From an optimization exercise on the open Yosys and OpenROAD flow, aimed at small area; shortcuts taken in it are not production practice. Only simulation tests tie the RTL to the original design; equivalence was not proved. The clock port is modelled as an ideal driver; clocking choices that lean on that would not hold on a real chip. No activity file was given, so power comes from the tool's default toggle rates.

==> run a: inputs <==
==> flow/design.v <==
`default_nettype none
module reg_unit #(
  parameter logic [31:0] SP_INIT = 32'h0000_0FFC,
  parameter bit          BYPASS  = 1'b0
) (
  input  wire        clk,
  input  wire        rst_n,
  input  wire        RUWr,
  input  wire  [4:0] rs1,
  input  wire  [4:0] rs2,
  input  wire  [4:0] rd,
  input  wire [31:0] DataWr,
  input  wire  [4:0] DbgAddr,
  output logic [31:0] RURs1,
  output logic [31:0] RURs2,
  output logic [31:0] DbgData
);
  logic        w_wr_en;
  logic        w_byp1;
  logic        w_byp2;
  logic [31:0] w_file [0:31];
  assign w_wr_en = rst_n && RUWr && (rd != 5'd0);
  assign w_file[0] = 32'h0;
  generate
    for (genvar gi = 1; gi < 32; gi++) begin : g_regs
      logic [31:0] r_x;
      always_ff @(posedge clk) begin
        if (!rst_n) begin
          r_x <= (gi == 2) ? SP_INIT : 32'h0;
        end else if (w_wr_en && (rd == 5'(gi))) begin
          r_x <= DataWr;
        end
      end
      assign w_file[gi] = r_x;
    end
  endgenerate
  assign w_byp1 = BYPASS && w_wr_en && (rs1 == rd);
  assign w_byp2 = BYPASS && w_wr_en && (rs2 == rd);
  always_comb begin
    RURs1   = w_byp1 ? DataWr : w_file[rs1];
    RURs2   = w_byp2 ? DataWr : w_file[rs2];
    DbgData = w_file[DbgAddr];
  end
endmodule
`default_nettype wire
==> flow/run.sh <==
#!/bin/bash
# synth_recipe.tcl (not shown) runs the flow's synth.tcl, then flattens the netlist and writes it again
# the make line also repeats each setting of config.mk as NAME=value (left out here)
make -C /OpenROAD-flow-scripts/flow DESIGN_CONFIG=/design/flow/config.mk WORK_HOME=/design/flow/orfs CLKGATE_MAP_FILE= SYNTH_SCRIPT=/design/flow/synth_recipe.tcl finish
==> flow/config.mk <==
export PLATFORM = sky130hd
export DESIGN_NAME = reg_unit
export DESIGN_NICKNAME = reg_unit
export VERILOG_FILES = /design/flow/design.v
export SDC_FILE = /design/flow/constraint.sdc
export NUM_CORES = 8
export LEC_CHECK = 0
export CAP_MARGIN = 30
export CORE_MARGIN = 2
export CORE_UTILIZATION = 30
export SLEW_MARGIN = 40
==> flow/constraint.sdc <==
create_clock -name core_clock -period 9.0 [get_ports {clk}]
set_input_delay 1.8000 -clock core_clock [delete_from_list [all_inputs] [get_ports {clk}]]
set_output_delay 1.8000 -clock core_clock [all_outputs]
set_load 0.01 [all_outputs]
==> inputs of run b, as changes to run a <==
==> flow/design.v (replaced) <==
`default_nettype none
module reg_unit_hold (
  input  wire we,
  input  wire nwe,
  input  wire d,
  input  wire q,
  output wire y
);
  assign y = (we & d) | (nwe & q);
endmodule
module reg_unit_aoi222 (
  input  wire a, b, c, d, e, f,
  output wire y
);
  assign y = !((a & b) | (c & d) | (e & f));
endmodule
module reg_unit_nand4 (
  input  wire a, b, c, d,
  output wire y
);
  assign y = !(a & b & c & d);
endmodule
module reg_unit_nand2 (
  input  wire a, b,
  output wire y
);
  assign y = !(a & b);
endmodule
module reg_unit_ao2111 (
  input  wire a, b, c, d, e,
  output wire y
);
  assign y = (a & b) | c | d | e;
endmodule
module reg_unit_rd (
  input  wire [31:1] sel,
  input  wire [31:1] x,
  output wire        y
);
  wire [9:0] w_t;
  wire [2:0] w_p;
  for (genvar gk = 0; gk < 10; gk++) begin : g_t
    reg_unit_aoi222 u_t (
      .a(sel[3*gk+1]), .b(x[3*gk+1]),
      .c(sel[3*gk+2]), .d(x[3*gk+2]),
      .e(sel[3*gk+3]), .f(x[3*gk+3]),
      .y(w_t[gk])
    );
  end
  reg_unit_nand4 u_p0 (.a(w_t[0]), .b(w_t[1]), .c(w_t[2]), .d(w_t[3]), .y(w_p[0]));
  reg_unit_nand4 u_p1 (.a(w_t[4]), .b(w_t[5]), .c(w_t[6]), .d(w_t[7]), .y(w_p[1]));
  reg_unit_nand2 u_p2 (.a(w_t[8]), .b(w_t[9]), .y(w_p[2]));
  reg_unit_ao2111 u_y (.a(sel[31]), .b(x[31]), .c(w_p[0]), .d(w_p[1]), .e(w_p[2]), .y(y));
endmodule
module reg_unit #(
  parameter logic [31:0] SP_INIT = 32'h0000_0FFC,
  parameter bit          BYPASS  = 1'b0
) (
  input  wire        clk,
  input  wire        rst_n,
  input  wire        RUWr,
  input  wire  [4:0] rs1,
  input  wire  [4:0] rs2,
  input  wire  [4:0] rd,
  input  wire [31:0] DataWr,
  input  wire  [4:0] DbgAddr,
  output logic [31:0] RURs1,
  output logic [31:0] RURs2,
  output logic [31:0] DbgData
);
  logic [31:1] w_we;
  logic [31:1] w_nwe;
  logic [31:1] w_s1;
  logic [31:1] w_s2;
  logic [31:1] w_sd;
  logic [31:0] w_d0;      
  logic [31:0] w_dsp;     
  logic [31:0] w_file [1:31];
  assign w_d0  = DataWr & {32{rst_n}};
  assign w_dsp = rst_n ? DataWr : SP_INIT;
  always_comb begin
    for (int i = 1; i < 32; i++) begin
      w_we[i]  = !rst_n || (RUWr && (rd == 5'(i)));
      w_nwe[i] = !w_we[i];
      w_s1[i]  = (rs1 == 5'(i));
      w_s2[i]  = (rs2 == 5'(i));
      w_sd[i]  = (DbgAddr == 5'(i));
    end
  end
  generate
    for (genvar gi = 1; gi < 32; gi++) begin : g_regs
      logic [31:0] r_x;
      logic [31:0] w_nxt;
      for (genvar gb = 0; gb < 32; gb++) begin : g_bit
        reg_unit_hold u_hold (
          .we (w_we[gi]),
          .nwe(w_nwe[gi]),
          .d  ((gi == 2) ? w_dsp[gb] : w_d0[gb]),
          .q  (r_x[gb]),
          .y  (w_nxt[gb])
        );
      end
      always_ff @(posedge clk) begin
        r_x <= w_nxt;
      end
      assign w_file[gi] = r_x;
    end
  endgenerate
  generate
    for (genvar gb = 0; gb < 32; gb++) begin : g_rd
      logic [31:1] w_col;
      for (genvar gi = 1; gi < 32; gi++) begin : g_col
        assign w_col[gi] = w_file[gi][gb];
      end
      reg_unit_rd u_rs1 (.sel(w_s1), .x(w_col), .y(RURs1[gb]));
      reg_unit_rd u_rs2 (.sel(w_s2), .x(w_col), .y(RURs2[gb]));
      reg_unit_rd u_dbg (.sel(w_sd), .x(w_col), .y(DbgData[gb]));
    end
  endgenerate
endmodule
`default_nettype wire
SYNTH_HIERARCHICAL = 1   (was unset)
==> flow_summary.toml <==
[layout]
area_growth_pct = 25.7
multi_input_area_share_pct = 44.2

[outcome]
status = "no timing/DRC/antenna violations"

[place]
dpl-instance-area_um2 = 49400

[floorplan]
fp.coreArea_um2 = 140000

[global_route]
track_usage_pct = 31.7
grt_max_degree = 57
That was run b.
==> flow_summary.toml <==
[outcome]
status = "no timing/DRC/antenna violations"

[floorplan]
dieArea_um2 = 190000

[layout]
multi_input_area_share_pct = 51.5
diodes = 66
area_growth_pct = 18.1

[global_route]
track_usage_pct = 44.8

[place]
dpl-instance-area_um2 = 61800

[drt]
drt_iter0_markers = 15900
That was run a.

* * *

==> indigo <==
Another version of the RTL of reg_unit (not shown whole).
==> module reg_unit, before the edit <==
module reg_unit #(
  parameter logic [31:0] SP_INIT = 32'h0000_0FFC,
  parameter bit          BYPASS  = 1'b0
) (
  input  wire        clk,
  input  wire        rst_n,
  input  wire        RUWr,
  input  wire  [4:0] rs1,
  input  wire  [4:0] rs2,
  input  wire  [4:0] rd,
  input  wire [31:0] DataWr,
  input  wire  [4:0] DbgAddr,
  output logic [31:0] RURs1,
  output logic [31:0] RURs2,
  output logic [31:0] DbgData
);
  logic [31:0] w_we;
  logic [31:0] w_nwe;
  logic        w_we1;     
  logic        w_nwe1;    
  logic [31:0] w_s1;
  logic [31:0] w_s2;
  logic [31:0] w_sd;
  logic [3:0]  w_lo1, w_lo2, w_lod, w_low;   
  logic [7:0]  w_hi1, w_hi2, w_hid, w_hiw;   
  logic [31:0] w_file [1:31];
  always_comb begin
    for (int j = 0; j < 4; j++) begin
      w_lo1[j] = (rs1[1:0] == 2'(j));
      w_lo2[j] = (rs2[1:0] == 2'(j));
      w_lod[j] = (DbgAddr[1:0] == 2'(j));
      w_low[j] = rst_n && RUWr && (rd[1:0] == 2'(j));
    end
    for (int k = 0; k < 8; k++) begin
      w_hi1[k] = (rs1[4:2] == 3'(k));
      w_hi2[k] = (rs2[4:2] == 3'(k));
      w_hid[k] = (DbgAddr[4:2] == 3'(k));
      w_hiw[k] = (rd[4:2] == 3'(k));
    end
  end
  generate
    for (genvar gi = 1; gi < 32; gi++) begin : g_sel
      logic w_nd;    
      logic w_t;     
      logic w_n1, w_n2, w_nd3;
      reg_unit_nand2 u_nd (.a(w_low[gi % 4]), .b(w_hiw[gi / 4]), .y(w_nd));
      reg_unit_inv   u_we (.a(w_nd), .y(w_we[gi]));
      reg_unit_nand2 u_t  (.a(w_nd), .b(rst_n), .y(w_t));
      reg_unit_inv   u_nw (.a(w_t), .y(w_nwe[gi]));
      reg_unit_nand2 u_n1 (.a(w_lo1[gi % 4]), .b(w_hi1[gi / 4]), .y(w_n1));
      reg_unit_inv   u_s1 (.a(w_n1), .y(w_s1[gi]));
      reg_unit_nand2 u_n2 (.a(w_lo2[gi % 4]), .b(w_hi2[gi / 4]), .y(w_n2));
      reg_unit_inv   u_s2 (.a(w_n2), .y(w_s2[gi]));
      reg_unit_nand2 u_n3 (.a(w_lod[gi % 4]), .b(w_hid[gi / 4]), .y(w_nd3));
      reg_unit_inv   u_sd (.a(w_nd3), .y(w_sd[gi]));
      if (gi == 2) begin : g_x2
        assign w_we1 = w_t;
      end
    end
  endgenerate
  assign w_we[0]  = 1'b0;
  assign w_nwe[0] = 1'b0;
  assign w_s1[0]  = 1'b0;
  assign w_s2[0]  = 1'b0;
  assign w_sd[0]  = 1'b0;
  reg_unit_nand2 u_nw1 (.a(w_we[2]), .b(rst_n), .y(w_nwe1));
  generate
    for (genvar gi = 1; gi < 32; gi++) begin : g_regs
      logic [31:0] r_x;
      logic [31:0] w_nxt;
      for (genvar gb = 0; gb < 32; gb++) begin : g_bit
        if (gi == 2 && SP_INIT[gb]) begin : g_one
          reg_unit_hold1 u_hold (
            .we1 (w_we1),
            .nwe1(w_nwe1),
            .d   (DataWr[gb]),
            .q   (r_x[gb]),
            .y   (w_nxt[gb])
          );
        end else begin : g_zero
          reg_unit_hold u_hold (
            .we (w_we[gi]),
            .nwe(w_nwe[gi]),
            .d  (DataWr[gb]),
            .q  (r_x[gb]),
            .y  (w_nxt[gb])
          );
        end
      end
      always_ff @(posedge clk) begin
        r_x <= w_nxt;
      end
      assign w_file[gi] = r_x;
    end
  endgenerate
  generate
    for (genvar gb = 0; gb < 32; gb++) begin : g_rd
      logic [31:1] w_col;
      for (genvar gi = 1; gi < 32; gi++) begin : g_col
        assign w_col[gi] = w_file[gi][gb];
      end
      reg_unit_rd u_rs1 (.sel(w_s1[31:1]), .x(w_col), .y(RURs1[gb]));
      reg_unit_rd u_rs2 (.sel(w_s2[31:1]), .x(w_col), .y(RURs2[gb]));
      reg_unit_rd u_dbg (.sel(w_sd[31:1]), .x(w_col), .y(DbgData[gb]));
    end
  endgenerate
endmodule
export LEC_CHECK = 0
export CAP_MARGIN = 10
export CORE_MARGIN = 2
export CORE_UTILIZATION = 30
export SLEW_MARGIN = 10
export SYNTH_HIERARCHICAL = 1
create_clock -name core_clock -period 9.0 [get_ports {clk}]
standard.sh (not shown) runs the stock make flow with config.mk's settings and CLKGATE_MAP_FILE= SYNTH_SCRIPT=/design/flow/synth_recipe.tcl, a recipe that flattens the netlist after the stock synthesis.
==> flow/flow/run.sh <==
#!/bin/bash
# Own layout flow: the standard synthesis, then ORFS from floorplan to
# finish with area-oriented settings:
#  - every combinational cell is sized to the smallest cell of its family
#    that can drive its net (flow/size.tcl), before floorplan on estimated
#    loads and again before the post-placement repair_design on placement
#    parasitics (this also sizes the port buffers);
#  - port buffers are buf_1 before that sizing;
#  - CTS with clkbuf_4 only, sink clusters of 10 within 40 um, no dummy
#    loads; then clock buffers whose sinks see over 100 ps slew are upsized
#    (flow/post_cts.tcl).
# Each step's full output goes to a log file in this folder; ORFS's own logs
# are under orfs/logs/.
set -euo pipefail
W=$PWD
bash standard.sh synth > "$W/log_synth.txt" 2>&1
bash standard.sh \
  PRE_FLOORPLAN_TCL="$W/flow/size.tcl" \
  PRE_RESIZE_TCL="$W/flow/size.tcl" \
  BUFFER_PORTS_ARGS="-buffer_cell sky130_fd_sc_hd__buf_1" \
  CTS_ARGS="-sink_clustering_enable -repair_clock_nets -dont_use_dummy_load -buf_list sky130_fd_sc_hd__clkbuf_4 -sink_clustering_size 10 -sink_clustering_max_diameter 40" \
  POST_CTS_TCL="$W/flow/post_cts.tcl" \
  "${RUN_TARGET:-finish}" > "$W/log_layout.txt" 2>&1
==> flow/flow/post_cts.tcl <==
set ladder {sky130_fd_sc_hd__clkbuf_2 sky130_fd_sc_hd__clkbuf_4 sky130_fd_sc_hd__clkbuf_8 sky130_fd_sc_hd__clkbuf_16}
set limit 0.100
for {set iter 0} {$iter < 4} {incr iter} {
  estimate_parasitics -placement
  set n 0
  foreach cell [get_cells *] {
    set ref [get_property $cell ref_name]
    set k [lsearch -exact $ladder $ref]
    if { $k < 0 || $k == [llength $ladder] - 1 } { continue }
    set worst 0.0
    foreach opin [get_pins -of_objects $cell -filter "direction==output"] {
      foreach net [get_nets -quiet -of_objects $opin] {
        foreach p [get_pins -quiet -of_objects $net -filter "direction==input"] {
          if { [get_property $p lib_pin_name] ne "CLK" } { continue }
          set s [get_property $p slew_max]
          if { $s > $worst } { set worst $s }
        }
      }
    }
    if { $worst > $limit } {
      replace_cell $cell [lindex $ladder [expr {$k + 1}]]
      incr n
    }
  }
  puts "post_cts.tcl: iteration $iter upsized $n clock buffers"
  if { $n == 0 } { break }
}
detailed_placement
estimate_parasitics -placement
Other scripts of this flow, unchanged in this note and not shown: flow/flow/libinfo.py, flow/flow/size.tcl
==> inputs of quartz, as changes to indigo <==
--- a/flow/design.v
+++ b/flow/design.v
@@ -68,6 +68,12 @@
 );
   assign y = !(a & b);
 endmodule
+module reg_unit_and3 (
+  input  wire a, b, c,
+  output wire y
+);
+  assign y = a & b & c;
+endmodule
 module reg_unit_inv (
   input  wire a,
   output wire y
@@ -107,7 +113,9 @@
   logic [31:0] w_s2;
   logic [31:0] w_sd;
   logic [3:0]  w_lo1, w_lo2, w_lod, w_low;   
-  logic [7:0]  w_hi1, w_hi2, w_hid, w_hiw;   
+  logic [3:0]  w_md1, w_md2, w_mdd;          
+  logic [1:0]  w_tp1, w_tp2, w_tpd;          
+  logic [7:0]  w_hiw;                        
   logic [31:0] w_file [1:31];
   always_comb begin
     for (int j = 0; j < 4; j++) begin
@@ -116,10 +124,17 @@
       w_lod[j] = (DbgAddr[1:0] == 2'(j));
       w_low[j] = rst_n && RUWr && (rd[1:0] == 2'(j));
     end
+    for (int j = 0; j < 4; j++) begin
+      w_md1[j] = (rs1[3:2] == 2'(j));
+      w_md2[j] = (rs2[3:2] == 2'(j));
+      w_mdd[j] = (DbgAddr[3:2] == 2'(j));
+    end
+    for (int k = 0; k < 2; k++) begin
+      w_tp1[k] = (rs1[4] == 1'(k));
+      w_tp2[k] = (rs2[4] == 1'(k));
+      w_tpd[k] = (DbgAddr[4] == 1'(k));
+    end
     for (int k = 0; k < 8; k++) begin
-      w_hi1[k] = (rs1[4:2] == 3'(k));
-      w_hi2[k] = (rs2[4:2] == 3'(k));
-      w_hid[k] = (DbgAddr[4:2] == 3'(k));
       w_hiw[k] = (rd[4:2] == 3'(k));
     end
   end
@@ -127,17 +142,13 @@
     for (genvar gi = 1; gi < 32; gi++) begin : g_sel
       logic w_nd;    
       logic w_t;     
-      logic w_n1, w_n2, w_nd3;
       reg_unit_nand2 u_nd (.a(w_low[gi % 4]), .b(w_hiw[gi / 4]), .y(w_nd));
       reg_unit_inv   u_we (.a(w_nd), .y(w_we[gi]));
       reg_unit_nand2 u_t  (.a(w_nd), .b(rst_n), .y(w_t));
       reg_unit_inv   u_nw (.a(w_t), .y(w_nwe[gi]));
-      reg_unit_nand2 u_n1 (.a(w_lo1[gi % 4]), .b(w_hi1[gi / 4]), .y(w_n1));
-      reg_unit_inv   u_s1 (.a(w_n1), .y(w_s1[gi]));
-      reg_unit_nand2 u_n2 (.a(w_lo2[gi % 4]), .b(w_hi2[gi / 4]), .y(w_n2));
-      reg_unit_inv   u_s2 (.a(w_n2), .y(w_s2[gi]));
-      reg_unit_nand2 u_n3 (.a(w_lod[gi % 4]), .b(w_hid[gi / 4]), .y(w_nd3));
-      reg_unit_inv   u_sd (.a(w_nd3), .y(w_sd[gi]));
+      reg_unit_and3  u_s1 (.a(w_lo1[gi % 4]), .b(w_md1[(gi / 4) % 4]), .c(w_tp1[gi / 16]), .y(w_s1[gi]));
+      reg_unit_and3  u_s2 (.a(w_lo2[gi % 4]), .b(w_md2[(gi / 4) % 4]), .c(w_tp2[gi / 16]), .y(w_s2[gi]));
+      reg_unit_and3  u_sd (.a(w_lod[gi % 4]), .b(w_mdd[(gi / 4) % 4]), .c(w_tpd[gi / 16]), .y(w_sd[gi]));
       if (gi == 2) begin : g_x2
         assign w_we1 = w_t;
       end
==> flow/flow/run.sh (replaced) <==
#!/bin/bash
# Own layout flow: the standard synthesis, then ORFS from floorplan to
# finish with area-oriented settings:
#  - every combinational cell is sized to the smallest cell of its family
#    that can drive its net (flow/size.tcl), before floorplan on estimated
#    loads and again before the post-placement repair_design on placement
#    parasitics (this also sizes the port buffers);
#  - port buffers are buf_1 before that sizing;
#  - CTS with clkbuf_4 only, sink clusters of 14 within 80 um, no dummy
#    loads; then clock buffers whose sinks see over 105 ps slew are upsized
#    (flow/post_cts.tcl).
# Each step's full output goes to a log file in this folder; ORFS's own logs
# are under orfs/logs/.
set -euo pipefail
W=$PWD
bash standard.sh synth > "$W/log_synth.txt" 2>&1
bash standard.sh \
  PRE_FLOORPLAN_TCL="$W/flow/size.tcl" \
  PRE_RESIZE_TCL="$W/flow/size.tcl" \
  BUFFER_PORTS_ARGS="-buffer_cell sky130_fd_sc_hd__buf_1" \
  CTS_ARGS="-sink_clustering_enable -repair_clock_nets -dont_use_dummy_load -buf_list sky130_fd_sc_hd__clkbuf_4 -sink_clustering_size 14 -sink_clustering_max_diameter 80" \
  POST_CTS_TCL="$W/flow/post_cts.tcl" \
  "${RUN_TARGET:-finish}" > "$W/log_layout.txt" 2>&1
--- a/flow/flow/post_cts.tcl
+++ b/flow/flow/post_cts.tcl
@@ -1,5 +1,5 @@
 set ladder {sky130_fd_sc_hd__clkbuf_2 sky130_fd_sc_hd__clkbuf_4 sky130_fd_sc_hd__clkbuf_8 sky130_fd_sc_hd__clkbuf_16}
-set limit 0.100
+set limit 0.105
 for {set iter 0} {$iter < 4} {incr iter} {
   estimate_parasitics -placement
   set n 0
CAP_MARGIN = 20   (was 10)
GPL_TIMING_DRIVEN = 0   (was default)
SLEW_MARGIN = 20   (was 10)
==> inputs of onyx, as changes to indigo <==
--- a/flow/design.v
+++ b/flow/design.v
@@ -68,6 +68,12 @@
 );
   assign y = !(a & b);
 endmodule
+module reg_unit_and3 (
+  input  wire a, b, c,
+  output wire y
+);
+  assign y = a & b & c;
+endmodule
 module reg_unit_inv (
   input  wire a,
   output wire y
@@ -107,7 +113,9 @@
   logic [31:0] w_s2;
   logic [31:0] w_sd;
   logic [3:0]  w_lo1, w_lo2, w_lod, w_low;   
-  logic [7:0]  w_hi1, w_hi2, w_hid, w_hiw;   
+  logic [3:0]  w_md1, w_md2, w_mdd;          
+  logic [1:0]  w_tp1, w_tp2, w_tpd;          
+  logic [7:0]  w_hiw;                        
   logic [31:0] w_file [1:31];
   always_comb begin
     for (int j = 0; j < 4; j++) begin
@@ -116,10 +124,17 @@
       w_lod[j] = (DbgAddr[1:0] == 2'(j));
       w_low[j] = rst_n && RUWr && (rd[1:0] == 2'(j));
     end
+    for (int j = 0; j < 4; j++) begin
+      w_md1[j] = (rs1[3:2] == 2'(j));
+      w_md2[j] = (rs2[3:2] == 2'(j));
+      w_mdd[j] = (DbgAddr[3:2] == 2'(j));
+    end
+    for (int k = 0; k < 2; k++) begin
+      w_tp1[k] = (rs1[4] == 1'(k));
+      w_tp2[k] = (rs2[4] == 1'(k));
+      w_tpd[k] = (DbgAddr[4] == 1'(k));
+    end
     for (int k = 0; k < 8; k++) begin
-      w_hi1[k] = (rs1[4:2] == 3'(k));
-      w_hi2[k] = (rs2[4:2] == 3'(k));
-      w_hid[k] = (DbgAddr[4:2] == 3'(k));
       w_hiw[k] = (rd[4:2] == 3'(k));
     end
   end
@@ -127,17 +142,13 @@
     for (genvar gi = 1; gi < 32; gi++) begin : g_sel
       logic w_nd;    
       logic w_t;     
-      logic w_n1, w_n2, w_nd3;
       reg_unit_nand2 u_nd (.a(w_low[gi % 4]), .b(w_hiw[gi / 4]), .y(w_nd));
       reg_unit_inv   u_we (.a(w_nd), .y(w_we[gi]));
       reg_unit_nand2 u_t  (.a(w_nd), .b(rst_n), .y(w_t));
       reg_unit_inv   u_nw (.a(w_t), .y(w_nwe[gi]));
-      reg_unit_nand2 u_n1 (.a(w_lo1[gi % 4]), .b(w_hi1[gi / 4]), .y(w_n1));
-      reg_unit_inv   u_s1 (.a(w_n1), .y(w_s1[gi]));
-      reg_unit_nand2 u_n2 (.a(w_lo2[gi % 4]), .b(w_hi2[gi / 4]), .y(w_n2));
-      reg_unit_inv   u_s2 (.a(w_n2), .y(w_s2[gi]));
-      reg_unit_nand2 u_n3 (.a(w_lod[gi % 4]), .b(w_hid[gi / 4]), .y(w_nd3));
-      reg_unit_inv   u_sd (.a(w_nd3), .y(w_sd[gi]));
+      reg_unit_and3  u_s1 (.a(w_lo1[gi % 4]), .b(w_md1[(gi / 4) % 4]), .c(w_tp1[gi / 16]), .y(w_s1[gi]));
+      reg_unit_and3  u_s2 (.a(w_lo2[gi % 4]), .b(w_md2[(gi / 4) % 4]), .c(w_tp2[gi / 16]), .y(w_s2[gi]));
+      reg_unit_and3  u_sd (.a(w_lod[gi % 4]), .b(w_mdd[(gi / 4) % 4]), .c(w_tpd[gi / 16]), .y(w_sd[gi]));
       if (gi == 2) begin : g_x2
         assign w_we1 = w_t;
       end
==> flow/flow/run.sh (replaced) <==
#!/bin/bash
# Own layout flow: the standard synthesis, then ORFS from floorplan to
# finish with area-oriented settings:
#  - every combinational cell is sized to the smallest cell of its family
#    that can drive its net (flow/size.tcl), before floorplan on estimated
#    loads and again before the post-placement repair_design on placement
#    parasitics (this also sizes the port buffers);
#  - port buffers are buf_1 before that sizing;
#  - CTS with clkbuf_4 only, sink clusters of 14 within 80 um, no dummy
#    loads; then clock buffers whose sinks see over 105 ps slew are upsized
#    (flow/post_cts.tcl).
# Each step's full output goes to a log file in this folder; ORFS's own logs
# are under orfs/logs/.
set -euo pipefail
W=$PWD
bash standard.sh synth > "$W/log_synth.txt" 2>&1
bash standard.sh \
  PRE_FLOORPLAN_TCL="$W/flow/size.tcl" \
  PRE_RESIZE_TCL="$W/flow/size.tcl" \
  BUFFER_PORTS_ARGS="-buffer_cell sky130_fd_sc_hd__buf_1" \
  CTS_ARGS="-sink_clustering_enable -repair_clock_nets -dont_use_dummy_load -buf_list sky130_fd_sc_hd__clkbuf_4 -sink_clustering_size 14 -sink_clustering_max_diameter 80" \
  POST_CTS_TCL="$W/flow/post_cts.tcl" \
  "${RUN_TARGET:-finish}" > "$W/log_layout.txt" 2>&1
--- a/flow/flow/post_cts.tcl
+++ b/flow/flow/post_cts.tcl
@@ -1,5 +1,5 @@
 set ladder {sky130_fd_sc_hd__clkbuf_2 sky130_fd_sc_hd__clkbuf_4 sky130_fd_sc_hd__clkbuf_8 sky130_fd_sc_hd__clkbuf_16}
-set limit 0.100
+set limit 0.105
 for {set iter 0} {$iter < 4} {incr iter} {
   estimate_parasitics -placement
   set n 0
==> notes.md <==
quantity                                                                    quartz                   indigo                     onyx
Vias in the first global route                                               43274                    43720                    43235
Number of fillers in the final layout                                        14124                    14010                    14074
Multi-input combinational cell count                                          2528                     2540                     2528
Crit path time final                                                       7.49 ns                  7.36 ns                  7.72 ns
Multi-input combinational area share                                         47.6%                    46.5%                    47.4%
Drt initial violations                                                       14487                    15873                    14211
Met1 Use GR                                                                  39.0%                    39.1%                    39.8%
Clk tree area frac                                                           2.32%                    2.74%                    2.30%
Status                                                     complete, no violations  complete, no violations  complete, no violations
Area after DPL                                                        0.0450 sq mm             0.0452 sq mm             0.0451 sq mm
Average wire length per cell after detail routing                     42.2 microns             40.0 microns             42.4 microns
Switching power as a share of total power                                    28.2%                    28.0%                    28.1%
Post-Layout Inst Area                                                 0.0461 sq mm             0.0465 sq mm             0.0462 sq mm
Sequential power share                                                       61.0%                    59.9%                    61.2%
Combinational cell power                                                0.000522 W               0.000511 W               0.000522 W
Combined area of the multi-input logic cells                          0.0220 sq mm             0.0216 sq mm             0.0219 sq mm
Endpoint of the worst hold-timing path                           g_regs[8].r_x[18]       g_regs[30].r_x[31]        g_regs[11].r_x[3]
Net count after synthesis                                                     3640                     3742                     3640
Destination of the worst register-to-register timing path         g_regs[2].r_x[5]         g_regs[2].r_x[8]        g_regs[5].r_x[23]
Number of instances in the synthesized netlist                                3585                     3687                     3585
Startpoint of the tightest hold check path                       g_regs[8].r_x[18]       g_regs[30].r_x[31]        g_regs[11].r_x[3]
Worst hold slack                                                          0.531 ns                 0.526 ns                 0.531 ns
Total via count after detailed routing                                       47577                    48195                    47356
Invs w/o clock                                                                  65                      155                       65
Signal buffers                                                                 150                      195                      180

-- re-timing with driven ports --
How much do the figures lean on ideal ports? The routed layouts below were timed once more, with nothing changed but the port constraints. Step 1 assumes that a clkbuf_16 drives the clock port and a buf_2 every other input. Step 2 times the ports against the registers' clock, not the clock port: input delays grow and output delays shrink by t, the midpoint of the rising clock arrivals with the driver on. Slacks: ideal ports / drivers / drivers and shift; pairs: ideal ports / drivers.
run	t, ns	setup slack, ns	latest minus earliest clock arrival (ns)	worst register clock-pin slew, ns	worst data-port slew with drivers (ns)
run a	0.908	0.921 / 0.720 / 0.720	0.066 / 0.066	0.08 / 0.08	0.33
run b	0.780	1.312 / 1.175 / 1.175	0.039 / 0.039	0.07 / 0.07	0.15
indigo	1.148	1.639 / 1.587 / 1.587	0.179 / 0.179	0.11 / 0.11	0.09
quartz	1.107	1.513 / 1.402 / 1.402	0.083 / 0.083	0.11 / 0.11	0.10
onyx	1.097	1.276 / 1.253 / 1.253	0.074 / 0.074	0.11 / 0.11	0.14
After both steps setup and hold are still met in every run listed. For run a, which loses most, drivers alone change the setup slack by -0.201 ns; drivers and shift together by -0.201 ns.
